Context: an optimization exercise on an open-source flow, tuned for small area. The choices shown serve that exercise and are no tape-out recipe. Function was checked by simulation only, so behaviour that the tests miss may differ from the original. Power is estimated from default activity; no workload was simulated.

== build 44 ==
## rv32_exec_cluster
module rv32_exec_cluster (
    input  logic                   clk_i,
    input  logic                   rst_n_i,
    input  logic                   issue_valid_i,
    input  rv32_isa_pkg::exec_op_e issue_op_i,
    input  logic [32-1:0]       issue_a_i,
    input  logic [32-1:0]       issue_b_i,
    input  rv32_flow_pkg::tag_t    issue_tag_i,
    output logic                   issue_credit_o,
    input  logic                   res_credit_i,
    output logic                   res_valid_o,
    output rv32_flow_pkg::tag_t    res_tag_o,
    output logic [32-1:0]       res_data_o
);
Size in the first run: roughly 1000 cells after synthesis, ~120 I/O pins, ~14000 um2 of cells after synthesis.
export LEC_CHECK = 0
export CAP_MARGIN = 20
export CORE_MARGIN = 2
export CORE_UTILIZATION = 40
export GPL_TIMING_DRIVEN = 0
export SLEW_MARGIN = 20
export SYNTH_HIERARCHICAL = 1
create_clock -name core_clock -period 10.0 [get_ports {clk_i}]
standard.sh (not shown) runs the stock make flow with config.mk's settings and CLKGATE_MAP_FILE= SYNTH_SCRIPT=/design/flow/synth_recipe.tcl, a recipe that flattens the netlist after the stock synthesis.
==> flow/flow/run.sh <==
#!/bin/bash
# Layout: the standard flow (standard.sh) unchanged, with two placement
# and clock-tree options passed through the environment to the ORFS scripts:
#  - each port gets the platform's smallest buffer (buf_1) instead of the
#    default choice, clkdlybuf4s50_1;
#  - the clock tree is built from clkbuf_8 with sink clusters of at most
#    16 flip-flops within 50 um, without dummy loads.
# The make output goes to flow_make.log; ORFS keeps each step's log under orfs/logs.
set -euo pipefail
export BUFFER_PORTS_ARGS="-buffer_cell sky130_fd_sc_hd__buf_1"
export CTS_ARGS="-sink_clustering_enable -repair_clock_nets -buf_list sky130_fd_sc_hd__clkbuf_8 -sink_clustering_size 16 -sink_clustering_max_diameter 50 -dont_use_dummy_load"
bash standard.sh > flow_make.log 2>&1
Input changes introduced in build 7 (baseline for comparison: build 44):
# build 44
export LEC_CHECK = 0
export CAP_MARGIN = 20
export CORE_MARGIN = 2
export CORE_UTILIZATION = 40
export GPL_TIMING_DRIVEN = 0
export SLEW_MARGIN = 20
export SYNTH_HIERARCHICAL = 1
create_clock -name core_clock -period 10.0 [get_ports {clk_i}]
# build 7
export LEC_CHECK = 0
export CAP_MARGIN = 20
export CORE_MARGIN = 2
export CORE_UTILIZATION = 60
export SLEW_MARGIN = 20
export SYNTH_HIERARCHICAL = 1
create_clock -name core_clock -period 10.0 [get_ports {clk_i}]
diff --git a/flow/flow/run.sh b/flow/flow/run.sh
--- a/flow/flow/run.sh
+++ b/flow/flow/run.sh
@@ -9,4 +9,4 @@
 set -euo pipefail
 export BUFFER_PORTS_ARGS="-buffer_cell sky130_fd_sc_hd__buf_1"
-export CTS_ARGS="-sink_clustering_enable -repair_clock_nets -buf_list sky130_fd_sc_hd__clkbuf_8 -sink_clustering_size 16 -sink_clustering_max_diameter 50 -dont_use_dummy_load"
+export CTS_ARGS="-sink_clustering_enable -repair_clock_nets -buf_list sky130_fd_sc_hd__clkbuf_16 -sink_clustering_size 30 -sink_clustering_max_diameter 80 -dont_use_dummy_load"
 bash standard.sh > flow_make.log 2>&1
--- outcome ---
After detailed routing, build 44 needs more wire than build 7.
Cell area went down by a few percent going from build 44 to build 7.
Relative to build 44, non-clock buffer count has gone down in build 7.
Summary of the comparison: aggregate global-route resource usage is higher in build 7, relative to build 44.
| shortest period the worst path allows | lower: build 44 |
Build 7: no failed stages, no open violations at the end
Build 7 -> build 44: clock network fraction of total power flat
Modified inputs, build 40 compared to build 7
# build 7
export LEC_CHECK = 0
export CAP_MARGIN = 20
export CORE_MARGIN = 2
export CORE_UTILIZATION = 60
export SLEW_MARGIN = 20
export SYNTH_HIERARCHICAL = 1
create_clock -name core_clock -period 10.0 [get_ports {clk_i}]
# build 40
export LEC_CHECK = 0
export CAP_MARGIN = 20
export CORE_MARGIN = 2
export CORE_UTILIZATION = 40
export SLEW_MARGIN = 20
export SYNTH_HIERARCHICAL = 1
create_clock -name core_clock -period 10.0 [get_ports {clk_i}]
diff --git a/flow/flow/run.sh b/flow/flow/run.sh
--- a/flow/flow/run.sh
+++ b/flow/flow/run.sh
@@ -9,4 +9,4 @@
 set -euo pipefail
 export BUFFER_PORTS_ARGS="-buffer_cell sky130_fd_sc_hd__buf_1"
-export CTS_ARGS="-sink_clustering_enable -repair_clock_nets -buf_list sky130_fd_sc_hd__clkbuf_16 -sink_clustering_size 30 -sink_clustering_max_diameter 80 -dont_use_dummy_load"
+export CTS_ARGS="-sink_clustering_enable -repair_clock_nets -buf_list sky130_fd_sc_hd__clkbuf_8 -sink_clustering_size 16 -sink_clustering_max_diameter 50 -dont_use_dummy_load"
 bash standard.sh > flow_make.log 2>&1
### Flow results
- Highest achievable clock rate grows by a few percent when moving from build 7 to build 40.
- Diff build 40..build 7 | power drawn by the combinational cells | negligible
- Compared with build 7, build 40 shows a count of clock-buffer cells in the layout that is 18 higher.
- The area of the multi-input gates was comparable across build 7 and build 40.
Input-level comparison between build 98 and build 40:
# build 40
export LEC_CHECK = 0
export CAP_MARGIN = 20
export CORE_MARGIN = 2
export CORE_UTILIZATION = 40
export SLEW_MARGIN = 20
export SYNTH_HIERARCHICAL = 1
create_clock -name core_clock -period 10.0 [get_ports {clk_i}]
# build 98
export LEC_CHECK = 0
export CAP_MARGIN = 20
export CORE_MARGIN = 2
export CORE_UTILIZATION = 50
export SLEW_MARGIN = 20
export SYNTH_HIERARCHICAL = 1
create_clock -name core_clock -period 10.0 [get_ports {clk_i}]
==> flow/flow/run.sh <==
#!/bin/bash
# Layout: the standard flow (standard.sh) unchanged, with two placement
# and clock-tree options passed through the environment to the ORFS scripts:
#  - each port gets the platform's smallest buffer (buf_1) instead of the
#    default choice, clkdlybuf4s50_1;
#  - the clock tree is built from clkbuf_16 with sink clusters of at most
#    30 flip-flops within 80 um, without dummy loads.
# The make output goes to flow_make.log; ORFS keeps each step's log under orfs/logs.
set -euo pipefail
export BUFFER_PORTS_ARGS="-buffer_cell sky130_fd_sc_hd__buf_1"
export CTS_ARGS="-sink_clustering_enable -repair_clock_nets -buf_list sky130_fd_sc_hd__clkbuf_16 -sink_clustering_size 30 -sink_clustering_max_diameter 80 -dont_use_dummy_load"
bash standard.sh > flow_make.log 2>&1
### Flow results
- Per the comparison of build 98 with build 40, cell area power density essentially unchanged, timing-limited maximum frequency about even, slack of the worst reg-to-reg path -0.02 ns, slew at the pin with the worst max-slew slack fell 0.31 ns.
Modified inputs, build 63 compared to build 98
# build 98
export LEC_CHECK = 0
export CAP_MARGIN = 20
export CORE_MARGIN = 2
export CORE_UTILIZATION = 50
export SLEW_MARGIN = 20
export SYNTH_HIERARCHICAL = 1
create_clock -name core_clock -period 10.0 [get_ports {clk_i}]
# build 63
export LEC_CHECK = 0
export CAP_MARGIN = 20
export CORE_MARGIN = 2
export CORE_UTILIZATION = 60
export SLEW_MARGIN = 20
export SYNTH_HIERARCHICAL = 1
create_clock -name core_clock -period 10.0 [get_ports {clk_i}]
==> flow/flow/run.sh <==
#!/bin/bash
# Layout: the standard flow (standard.sh) unchanged, with two placement
# and clock-tree options passed through the environment to the ORFS scripts:
#  - each port gets the platform's smallest buffer (buf_1) instead of the
#    default choice, clkdlybuf4s50_1;
#  - the clock tree is built from clkbuf_8 with sink clusters of at most
#    16 flip-flops within 50 um, without dummy loads.
# The make output goes to flow_make.log; ORFS keeps each step's log under orfs/logs.
set -euo pipefail
export BUFFER_PORTS_ARGS="-buffer_cell sky130_fd_sc_hd__buf_1"
export CTS_ARGS="-sink_clustering_enable -repair_clock_nets -buf_list sky130_fd_sc_hd__clkbuf_8 -sink_clustering_size 20 -sink_clustering_max_diameter 50 -dont_use_dummy_load"
bash standard.sh > flow_make.log 2>&1
Findings:
Relative to build 98, the cell-internal power measured on build 63 has decreased slightly.
As far as post-synthesis adder-cell area fraction goes, build 63 and build 98 are indistinguishable; the numbers are identical.
Compared with build 98, build 63 shows a met2 track demand over resource that is 4.8 points higher.
Total power, build 63 and build 98: higher on build 98
Taking build 98 as the reference, in build 63 detailed-route wire length decreased about 4.3%, clock buffer count in the final layout went up 14.
Layout cell share with drive strength beyond 1 was lower in the run labelled build 98.
Status: synthesized area parity (build 98, build 63)
The fraction of power spent switching nets was comparable across build 63 and build 98.
Count of buffers not belonging to the clock network in the layout of build 63 exceeds that of build 98 slightly.
Input changes introduced in build 42 (baseline for comparison: build 63):
# build 63
export LEC_CHECK = 0
export CAP_MARGIN = 20
export CORE_MARGIN = 2
export CORE_UTILIZATION = 60
export SLEW_MARGIN = 20
export SYNTH_HIERARCHICAL = 1
create_clock -name core_clock -period 10.0 [get_ports {clk_i}]
# build 42
export LEC_CHECK = 0
export CAP_MARGIN = 20
export CORE_MARGIN = 2
export CORE_UTILIZATION = 50
export SLEW_MARGIN = 20
export SYNTH_HIERARCHICAL = 1
create_clock -name core_clock -period 10.0 [get_ports {clk_i}]
diff --git a/flow/flow/run.sh b/flow/flow/run.sh
--- a/flow/flow/run.sh
+++ b/flow/flow/run.sh
@@ -9,4 +9,4 @@
 set -euo pipefail
 export BUFFER_PORTS_ARGS="-buffer_cell sky130_fd_sc_hd__buf_1"
-export CTS_ARGS="-sink_clustering_enable -repair_clock_nets -buf_list sky130_fd_sc_hd__clkbuf_8 -sink_clustering_size 20 -sink_clustering_max_diameter 50 -dont_use_dummy_load"
+export CTS_ARGS="-sink_clustering_enable -repair_clock_nets -buf_list sky130_fd_sc_hd__clkbuf_16 -sink_clustering_size 30 -sink_clustering_max_diameter 80 -dont_use_dummy_load"
 bash standard.sh > flow_make.log 2>&1
--- outcome ---
- Between build 63 and build 42, setup clock skew after layout decreased.
- Build 63 → build 42: power density of the placed cells rose by 0.51%, power saw an increase, core utilization saw a decrease, combinational share of power shows a reduction of 0.3 points, actual slew at the worst max-slew pin higher.
- Comparing build 42 and build 63, the lower total internal power is on build 63.
- Build 63 → build 42: H-tree level count shows no meaningful change; starting density of the core shows a reduction of 9.7 points.

-- static timing again, ports no longer ideal --
In the flow no input, the clock included, has a driving cell. The finished layouts below were timed again as built, in two steps. Step 1: set_driving_cell puts a clkbuf_16 on clk_i and a buf_2 on each other input, an assumption about the parent block. Step 2 times the ports against the registers' clock, not the clock port: input delays grow and output delays shrink by t, the midpoint of the rising clock arrivals with the driver on. a / b / c = ideal / step 1 / step 2; a / b = the first two.
run	shift t [ns]	slack for setup (ns)	pins driven straight from the clock port
build 44	0.632	0.631 / 0.631 / 0.631	1
build 7	0.542	0.558 / 0.558 / 0.558	1
build 40	0.571	0.797 / 0.797 / 0.797	1
build 98	0.548	0.777 / 0.777 / 0.777	1
build 63	0.624	0.805 / 0.805 / 0.805	1
build 42	0.548	0.777 / 0.777 / 0.777	1
After both steps every run listed still meets setup and hold.
